This design comes from an exercise in tuning for small area and a short achievable clock period on the open sky130 flow, not from production work. Function was checked by simulation only, so behaviour that the tests miss may differ from the original. Power and IR drop assume default switching activity.

## flow/run.sh

```bash
#!/bin/bash
# synth_recipe.tcl (not shown) runs the flow's synth.tcl, then flattens the netlist and writes it again
# the make line also repeats each setting of config.mk as NAME=value (left out here)
make -C /OpenROAD-flow-scripts/flow DESIGN_CONFIG=/design/flow/config.mk WORK_HOME=/design/flow/orfs CLKGATE_MAP_FILE= SYNTH_SCRIPT=/design/flow/synth_recipe.tcl finish
```

## flow/config.mk

```make
export PLATFORM = sky130hd
export DESIGN_NAME = mips_id_top
export DESIGN_NICKNAME = mips_id_top
export VERILOG_FILES = /design/flow/design.v
export SDC_FILE = /design/flow/constraint.sdc
export NUM_CORES = 4
export LEC_CHECK = 0
export CAP_MARGIN = 20
export CORE_MARGIN = 2
export CORE_UTILIZATION = 30
export SETUP_SLACK_MARGIN = 0.4
export SLEW_MARGIN = 20
```

## flow/constraint.sdc

```tcl
create_clock -name core_clock -period 5.5 [get_ports {clk}]
set_input_delay 1.1000 -clock core_clock [delete_from_list [all_inputs] [get_ports {clk}]]
set_output_delay 1.1000 -clock core_clock [all_outputs]
set_load 0.01 [all_outputs]
```

## flow/design.v

```verilog
package mips_id_pkg;
    typedef logic [31:0] word_t;       
    typedef logic [4:0]  reg_addr_t;
    typedef logic [15:0] imm16_t;
    typedef logic [25:0] jaddr_t;      
    typedef logic [2:0]  credit_t;
endpackage
`timescale 1ns/1ps
module id_control (
    input  logic [31:0] inst,
    output logic        zext,        
    output logic        is_jabs,     
    output logic        is_jreg,     
    output logic        is_link,     
    output logic        is_lui,
    output logic        is_slt,      
    output logic        cmp_imm,     
    output logic        cmp_signed,  
    output logic        is_uncond,   
    output logic        is_regimm,
    output logic        is_beq,
    output logic        is_bne,
    output logic        is_blez,
    output logic        is_bgtz
);
    logic [5:0] op;
    logic [5:0] fn;
    logic       special;
    assign op      = inst[31:26];
    assign fn      = inst[5:0];
    assign special = (op == 6'h00);
    assign zext       = (op == 6'h0c) || (op == 6'h0d) || (op == 6'h0e);
    assign is_jabs    = (op == 6'h02) || (op == 6'h03);
    assign is_jreg    = special && ((fn == 6'h08) || (fn == 6'h09));
    assign is_link    = (op == 6'h03) || (special && (fn == 6'h09));
    assign is_lui     = (op == 6'h0f);
    assign is_slt     = (special && ((fn == 6'h2a) || (fn == 6'h2b)))
                     || (op == 6'h0a) || (op == 6'h0b);
    assign cmp_imm    = !special;
    assign cmp_signed = special ? (fn == 6'h2a) : (op == 6'h0a);
    assign is_uncond  = is_jabs || is_jreg;
    assign is_regimm  = (op == 6'h01);
    assign is_beq     = (op == 6'h04);
    assign is_bne     = (op == 6'h05);
    assign is_blez    = (op == 6'h06);
    assign is_bgtz    = (op == 6'h07);
endmodule
`timescale 1ns/1ps
module register_file (
    input  logic        clk,
    input  logic        arst_n,
    input  logic [4:0]  rs_addr,
    input  logic [4:0]  rt_addr,
    input  logic        wb_en,
    input  logic [4:0]  wb_addr,
    input  logic [31:0] wb_data,
    output logic [31:0] rs_val,
    output logic [31:0] rt_val
);
    logic [31:1]       valid;
    logic [31:0]       regs [1:31];
    logic [31:1]       we;
    logic [31:1]       rs_sel;
    logic [31:1]       rt_sel;
    logic              wr_en;
    logic [31:0]       rs_raw;
    logic [31:0]       rt_raw;
    assign wr_en = wb_en && (wb_addr != 5'd0);
    for (genvar i = 1; i < 32; i++) begin : g_reg
        assign we[i]     = wb_en && (wb_addr == 5'(i));
        assign rs_sel[i] = valid[i] && (rs_addr == 5'(i));
        assign rt_sel[i] = valid[i] && (rt_addr == 5'(i));
        always_ff @(posedge clk or negedge arst_n) begin
            if (!arst_n) valid[i] <= 1'b0;
            else if (we[i]) valid[i] <= 1'b1;
        end
        always_ff @(posedge clk) begin
            if (we[i]) regs[i] <= wb_data;
        end
    end
    always_comb begin
        rs_raw = '0;
        rt_raw = '0;
        for (int i = 1; i < 32; i++) begin
            rs_raw = rs_raw | ({32{rs_sel[i]}} & regs[i]);
            rt_raw = rt_raw | ({32{rt_sel[i]}} & regs[i]);
        end
    end
    assign rs_val = (wr_en && (wb_addr == rs_addr)) ? wb_data : rs_raw;
    assign rt_val = (wr_en && (wb_addr == rt_addr)) ? wb_data : rt_raw;
endmodule
`timescale 1ns/1ps
module branch_unit (
    input  logic [31:0] rs_val,
    input  logic [31:0] rt_val,
    input  logic [15:0] imm,
    input  logic        rt0,         
    input  logic        cmp_imm,
    input  logic        cmp_signed,
    input  logic        is_uncond,
    input  logic        is_regimm,
    input  logic        is_beq,
    input  logic        is_bne,
    input  logic        is_blez,
    input  logic        is_bgtz,
    output logic        lt,
    output logic        jump
);
    logic [31:0] cmp_b;
    logic        eq;
    logic        rs_zero;
    logic        rs_neg;
    assign cmp_b   = cmp_imm ? {{16{imm[15]}}, imm} : rt_val;
    assign lt      = {rs_val[31] ^ cmp_signed, rs_val[30:0]} < {cmp_b[31] ^ cmp_signed, cmp_b[30:0]};
    assign eq      = (rs_val == rt_val);
    assign rs_zero = (rs_val == 32'd0);
    assign rs_neg  = rs_val[31];
    assign jump = is_uncond
               || (is_regimm && (rt0 ? !rs_neg : rs_neg))
               || (is_beq && eq)
               || (is_bne && !eq)
               || (is_blez && (rs_neg || rs_zero))
               || (is_bgtz && !rs_neg && !rs_zero);
endmodule
`timescale 1ns/1ps
module operand_unit (
    input  logic [31:0] inst,
    input  logic [31:0] pc4,
    input  logic        zext,
    input  logic        is_jabs,
    input  logic        is_link,
    input  logic        is_lui,
    output logic [31:0] target_pre,   
    output logic [31:0] do_pre        
);
    logic [31:0] imm_ext;
    logic [31:0] link_addr;
    assign imm_ext   = {{16{inst[15] & !zext}}, inst[15:0]};
    assign link_addr = pc4 + 32'd4;    
    assign target_pre = is_jabs ? {pc4[31:28], inst[25:0], 2'b00}
                                : pc4 + {imm_ext[29:0], 2'b00};
    assign do_pre = is_link ? link_addr
                  : is_lui  ? {inst[15:0], 16'h0000}
                  : 32'd0;
endmodule
`timescale 1ns/1ps
module id_stage (
    input  logic        clk,
    input  logic        arst_n,
    input  logic        in_valid,
    input  logic        credit_return,
    input  logic [31:0] in_inst,
    input  logic [31:0] rs_val,
    input  logic [31:0] rt_val,
    input  logic [31:0] target_pre,
    input  logic [31:0] do_pre,
    output logic        in_ready,
    output logic        out_valid,
    output logic [31:0] inst_q,
    output logic [31:0] rs_q,
    output logic [31:0] rt_q,
    output logic [31:0] target_q,
    output logic [31:0] do_q
);
    logic [2:0] credits;
    logic       accept;
    logic       credit_inc;
    assign in_ready   = (credits != 3'd0);
    assign accept     = in_valid && in_ready;
    assign credit_inc = credit_return && (credits != 3'(4));
    always_ff @(posedge clk or negedge arst_n) begin
        if (!arst_n) begin
            credits <= 3'(4);
        end else begin
            case ({accept, credit_inc})
                2'b10:   credits <= credits - 3'd1;
                2'b01:   credits <= credits + 3'd1;
                default: credits <= credits;    
            endcase
        end
    end
    always_ff @(posedge clk or negedge arst_n) begin
        if (!arst_n) out_valid <= 1'b0;
        else         out_valid <= accept;
    end
    always_ff @(posedge clk) begin
        inst_q   <= in_inst;
        rs_q     <= rs_val;
        rt_q     <= rt_val;
        target_q <= target_pre;
        do_q     <= do_pre;
    end
endmodule
`timescale 1ns/1ps
module mips_id_top (
    input  logic        clk,
    input  logic        arst_n,
    input  logic        in_valid,
    input  logic [31:0] in_inst,
    input  logic [31:0] in_pc4,
    input  logic        wb_en,
    input  logic [4:0]  wb_addr,
    input  logic [31:0] wb_data,
    input  logic        credit_return,
    output logic        in_ready,
    output logic        out_valid,
    output logic [31:0] out_inst,
    output logic [31:0] out_rs_val,
    output logic [31:0] out_rt_val,
    output logic [31:0] out_imm,
    output logic [31:0] out_do,
    output logic        out_jump,
    output logic [31:0] out_target
);
    logic [31:0] rs_val, rt_val;
    logic [31:0] target_pre, do_pre;
    logic [31:0] inst_q, rs_q, rt_q, target_q, do_q;
    logic        i_zext, i_jabs, i_link, i_lui;
    logic        q_zext, q_jreg, q_slt, q_cmp_imm, q_cmp_signed, q_uncond;
    logic        q_regimm, q_beq, q_bne, q_blez, q_bgtz;
    logic        lt;
    register_file register_file_i (
        .clk(clk), .arst_n(arst_n),
        .rs_addr(in_inst[25:21]), .rt_addr(in_inst[20:16]),
        .wb_en(wb_en), .wb_addr(wb_addr), .wb_data(wb_data),
        .rs_val(rs_val), .rt_val(rt_val)
    );
    id_control in_ctl_i (
        .inst(in_inst), .zext(i_zext), .is_jabs(i_jabs), .is_jreg(), .is_link(i_link),
        .is_lui(i_lui), .is_slt(), .cmp_imm(), .cmp_signed(), .is_uncond(), .is_regimm(),
        .is_beq(), .is_bne(), .is_blez(), .is_bgtz()
    );
    operand_unit operand_unit_i (
        .inst(in_inst), .pc4(in_pc4), .zext(i_zext), .is_jabs(i_jabs), .is_link(i_link),
        .is_lui(i_lui), .target_pre(target_pre), .do_pre(do_pre)
    );
    id_stage id_stage_i (
        .clk(clk), .arst_n(arst_n), .in_valid(in_valid), .credit_return(credit_return),
        .in_inst(in_inst), .rs_val(rs_val), .rt_val(rt_val), .target_pre(target_pre),
        .do_pre(do_pre), .in_ready(in_ready), .out_valid(out_valid), .inst_q(inst_q),
        .rs_q(rs_q), .rt_q(rt_q), .target_q(target_q), .do_q(do_q)
    );
    id_control out_ctl_i (
        .inst(inst_q), .zext(q_zext), .is_jabs(), .is_jreg(q_jreg), .is_link(),
        .is_lui(), .is_slt(q_slt), .cmp_imm(q_cmp_imm), .cmp_signed(q_cmp_signed),
        .is_uncond(q_uncond), .is_regimm(q_regimm), .is_beq(q_beq), .is_bne(q_bne),
        .is_blez(q_blez), .is_bgtz(q_bgtz)
    );
    branch_unit branch_unit_i (
        .rs_val(rs_q), .rt_val(rt_q), .imm(inst_q[15:0]), .rt0(inst_q[16]),
        .cmp_imm(q_cmp_imm), .cmp_signed(q_cmp_signed), .is_uncond(q_uncond),
        .is_regimm(q_regimm), .is_beq(q_beq), .is_bne(q_bne), .is_blez(q_blez),
        .is_bgtz(q_bgtz), .lt(lt), .jump(out_jump)
    );
    assign out_inst   = inst_q;
    assign out_rs_val = rs_q;
    assign out_rt_val = rt_q;
    assign out_imm    = {{16{inst_q[15] & !q_zext}}, inst_q[15:0]};
    assign out_target = q_jreg ? rs_q : target_q;
    assign out_do     = {do_q[31:1], do_q[0] | (q_slt & lt)};
endmodule
```

==> results.txt <==
## flip-flops by register name (all words and copies together) (netlist names)
name,cells
register_file_i.regs,992
id_stage_i.do_q,32
id_stage_i.inst_q,32
id_stage_i.rs_q,32
id_stage_i.rt_q,32
id_stage_i.target_q,32
register_file_i.valid,31
id_stage_i.credits,3
id_stage_i.out_valid,1
## worst max path at each step
stage                                  start  cells after the start         to  slack [ns]
6_report       id_stage_i.inst_q[30]$_DFF_P_                     14  out_do[0]        0.49
3_3_place_gp   id_stage_i.inst_q[29]$_DFF_P_                     14  out_do[0]        0.44
3_5_place_dp   id_stage_i.inst_q[29]$_DFF_P_                     13  out_do[0]        0.59
4_1_cts        id_stage_i.inst_q[30]$_DFF_P_                     14  out_do[0]        0.40
5_1_grt        id_stage_i.inst_q[30]$_DFF_P_                     14  out_do[0]        0.35
2_1_floorplan  id_stage_i.inst_q[29]$_DFF_P_                     13  out_do[0]        1.13
## cells by family after synthesis
logic type,share of synthesized area [%]
flip-flops,66.2
multiplexers,1.04
XOR/XNOR,1.69
AND/OR/NAND/NOR,7.57
AO/OA/AOI/OAI,18.5
adder cells (fa/ha/maj),1.59
buffers and inverters,3.40
## synthesized netlist by cell type (all sizes together) (12+ instances only)
master | number | area, um2
ha | 62 | 776
and2 | 12 | 75.1
nor3 | 71 | 360
xnor2 | 62 | 543
edfxtp | 992 | 29800
nand3 | 135 | 676
dfrtp | 34 | 851
a21o | 24 | 180
buf | 144 | 872
dfxtp | 160 | 3200
o21ai | 46 | 230
or2 | 34 | 213
nor4 | 27 | 190
mux2i | 16 | 160
mux2 | 33 | 372
inv | 20 | 75.1
a22oi | 364 | 2730
a221oi | 267 | 2340
a21oi | 127 | 636
nor2 | 157 | 589
a22o | 267 | 2340
nor2b | 15 | 93.8
nand4 | 111 | 694
nand2 | 74 | 278
and3 | 72 | 450
clkbuf | 211 | 792
xor2 | 37 | 324
a222oi | 65 | 651
## worst max-delay path, stage by stage, from the launching register on
cell and delay [ns]:
dfxtp_2 0.33, or3_4 0.40, nor4_4 0.16, buf_4 0.16
buf_4 0.11, bufbuf_16 0.30, a21oi_1 0.08, ha_1 0.31
nand4_1 0.13, nor2_2 0.07, a221oi_2 0.23, o211ai_1 0.15
a211o_1 0.34, o31ai_4 0.21, buf_2 0.17
## layout make-up
type	instances	area (um2)	share of cell area, %
Antenna cell	12	30.0	0.0481
Clock buffer	158	3470	5.56
Clock inverter	81	961	1.54
Inverter	20	75.1	0.120
Multi-Input combinational cell	2158	16000	25.6
Sequential cell	1187	33900	54.2
Tap cell	2218	2780	4.44
Timing Repair Buffer	552	5310	8.50
## stage by stage
stage	power [mW]	hold slack, ns
3_5_place_dp	12.9	0.460
3_3_place_gp	12.9	0.460
5_1_grt	22.5	0.494
6_report	22.0	0.482
4_1_cts	21.9	0.475
2_1_floorplan	11.4	0.446
## metal layers
layer / GRT usage (%) / routed length, um
met1: 34.3 / 85400
met4: 19.0 / 22000
met2: 42.2 / 109000
met5: 0 / 143
met3: 13.5 / 47500
## where the power goes
part | total [mW] | internal [mW] | switching [mW]
sequential | 10.6 | 10.1 | 0.487
combinational | 2.28 | 0.946 | 1.33
clock | 9.20 | 5.38 | 3.82
## timing repair
item | in CTS | in global routing
setup buffers | 5 | 4
endpoints found under the setup margin | 26 | 1
pin swaps | 10 | 8
cloned | 1 | 0
resized for setup | 15 | 5
==> results.json <==
{
  "htree_levels": 4,
  "core_region_area_um2": 169000,
  "syn-num-nets": 3890,
  "drc_errors": 0,
  "drv_cap": 0,
  "hpwl_mm": 157,
  "fin_setup_tns_ns": 0,
  "hold_path.class": "reg -> reg",
  "boundaryPins": 301,
  "final_common_cell": "edfxtp_1",
  "io_buffers": 300,
  "avgSynthCellArea_um2": 13.8,
  "clock-root-buffer": "clkbuf_16",
  "synthDistinctLibCells": 65,
  "crit_fanout": 16,
  "worstPathArrival_ns": 3.91,
  "die_x_um": 417,
  "worst_slack_ns": 0.488,
  "vias": 43800,
  "worstHoldEndpoint": "register_file_i.valid[1]$_DFFE_PN0P_",
  "timing.rr.start": "register_file_i.valid[17]$_DFFE_PN0P_",
  "finalMaxSlewViolations": 0,
  "postPlaceCellArea_um2": 57800,
  "firstDrtPassIters": 10,
  "numClockSinks": 1187,
  "grt_pass1_vias": 40300,
  "slew_headroom_pct": 9.62,
  "dp_slack_ns": 0.588,
  "instances_no_fill": 6386,
  "ant_nets": 0,
  "drt_iter0_markers": 10700,
  "hold_viol": 0,
  "p_leak_nw": 20.8,
  "antenna_found_initial": 20,
  "die_y_um": 417,
  "fmax_mhz": 200,
  "final_core_util_pct": 36.9,
  "startpoint_type": "flop",
  "clkTransAtPathRegs_ns": 0.06,
  "grt_overflow_total": 0,
  "placed_cells": 6124,
  "synth-seq-cells": 1187,
  "drt-vias-per-instance": 6.85,
  "setup_violations": 0,
  "final_area_um2": 62500,
  "cts_tree": "built",
  "netlist_instances": 3720,
  "cp.required_ns": 4.40,
  "nFillCells": 15900,
  "grt_pass1_wl_mm": 348,
  "yosysSeqAreaShare_pct": 66.2,
  "nets": 4220,
  "rsz0062_at_grt": "true",
  "r2r.worst_path.cells": 7,
  "rows": 151,
  "start_util_pct": 30.2,
  "synth_area_um2": 51200,
  "critical_path_class": "reg -> out",
  "final_cell_mix": "edfxtp_1, a22oi_1, clkdlybuf4s50_1",
  "cts_buffer_depth": 3,
  "ys_warn_count": 3,
  "grt_max_degree": 56,
  "tightest_slew_ns": 1.36,
  "die-area_um2": 174000,
  "drive_above_1_share_pct": 14.6,
  "min_period_over_period_pct": 91.1,
  "peakVddDrop_uv": 269,
  "cts_buffers": 131,
  "r2r_slack_ns": 2.61,
  "clkLatencyLatePin_ns": 0.78,
  "outcome": "finished clean",
  "synth-edff-count": 992,
  "finalWirelength_mm": 264,
  "grt_usage_pct": 29.0,
  "syn2layout_area_growth_pct": 22.1,
  "gp_congestion": 0.981,
  "synthArstFlopShare_pct": 2.95,
  "ctsHoldBuffers": 0,
  "wire_per_inst_um": 41.3,
  "p_per_area_nw_per_um2": 353,
  "hp-start": "register_file_i.valid[1]$_DFFE_PN0P_",
  "r2r_end": "id_stage_i.rs_q[19]$_DFF_P_",
  "worstSetupEndpointType": "output pin",
  "finalClockSkew_ns": 0.0439,
  "ys.flop_type": "edfxtp_1",
  "layout_min_cycle_time_ns": 5.01,
  "hold_path_depth": 1
}

## re-timing with driven ports
The flow's constraints put no driver on any port. The routed layout listed below was extracted and timed again, unchanged, in two steps. Step 1 assumes that a clkbuf_16 drives the clock port and a buf_2 every other input. Step 2 times the ports against the registers' clock, not the clock port: input delays grow and output delays shrink by t, the midpoint of the rising clock arrivals with the driver on. Slacks: ideal ports / drivers / drivers and shift; pairs: ideal ports / drivers.
shift t [ns]: 0.831
setup slack, ns: 0.488 / 0.415 / 0.474
hold slack, ns: 0.482 / 0.443 / 0.482
After both steps this run still meets setup and hold. The setup slack of this run moves by -0.073 ns with the drivers and by -0.014 ns with both steps.
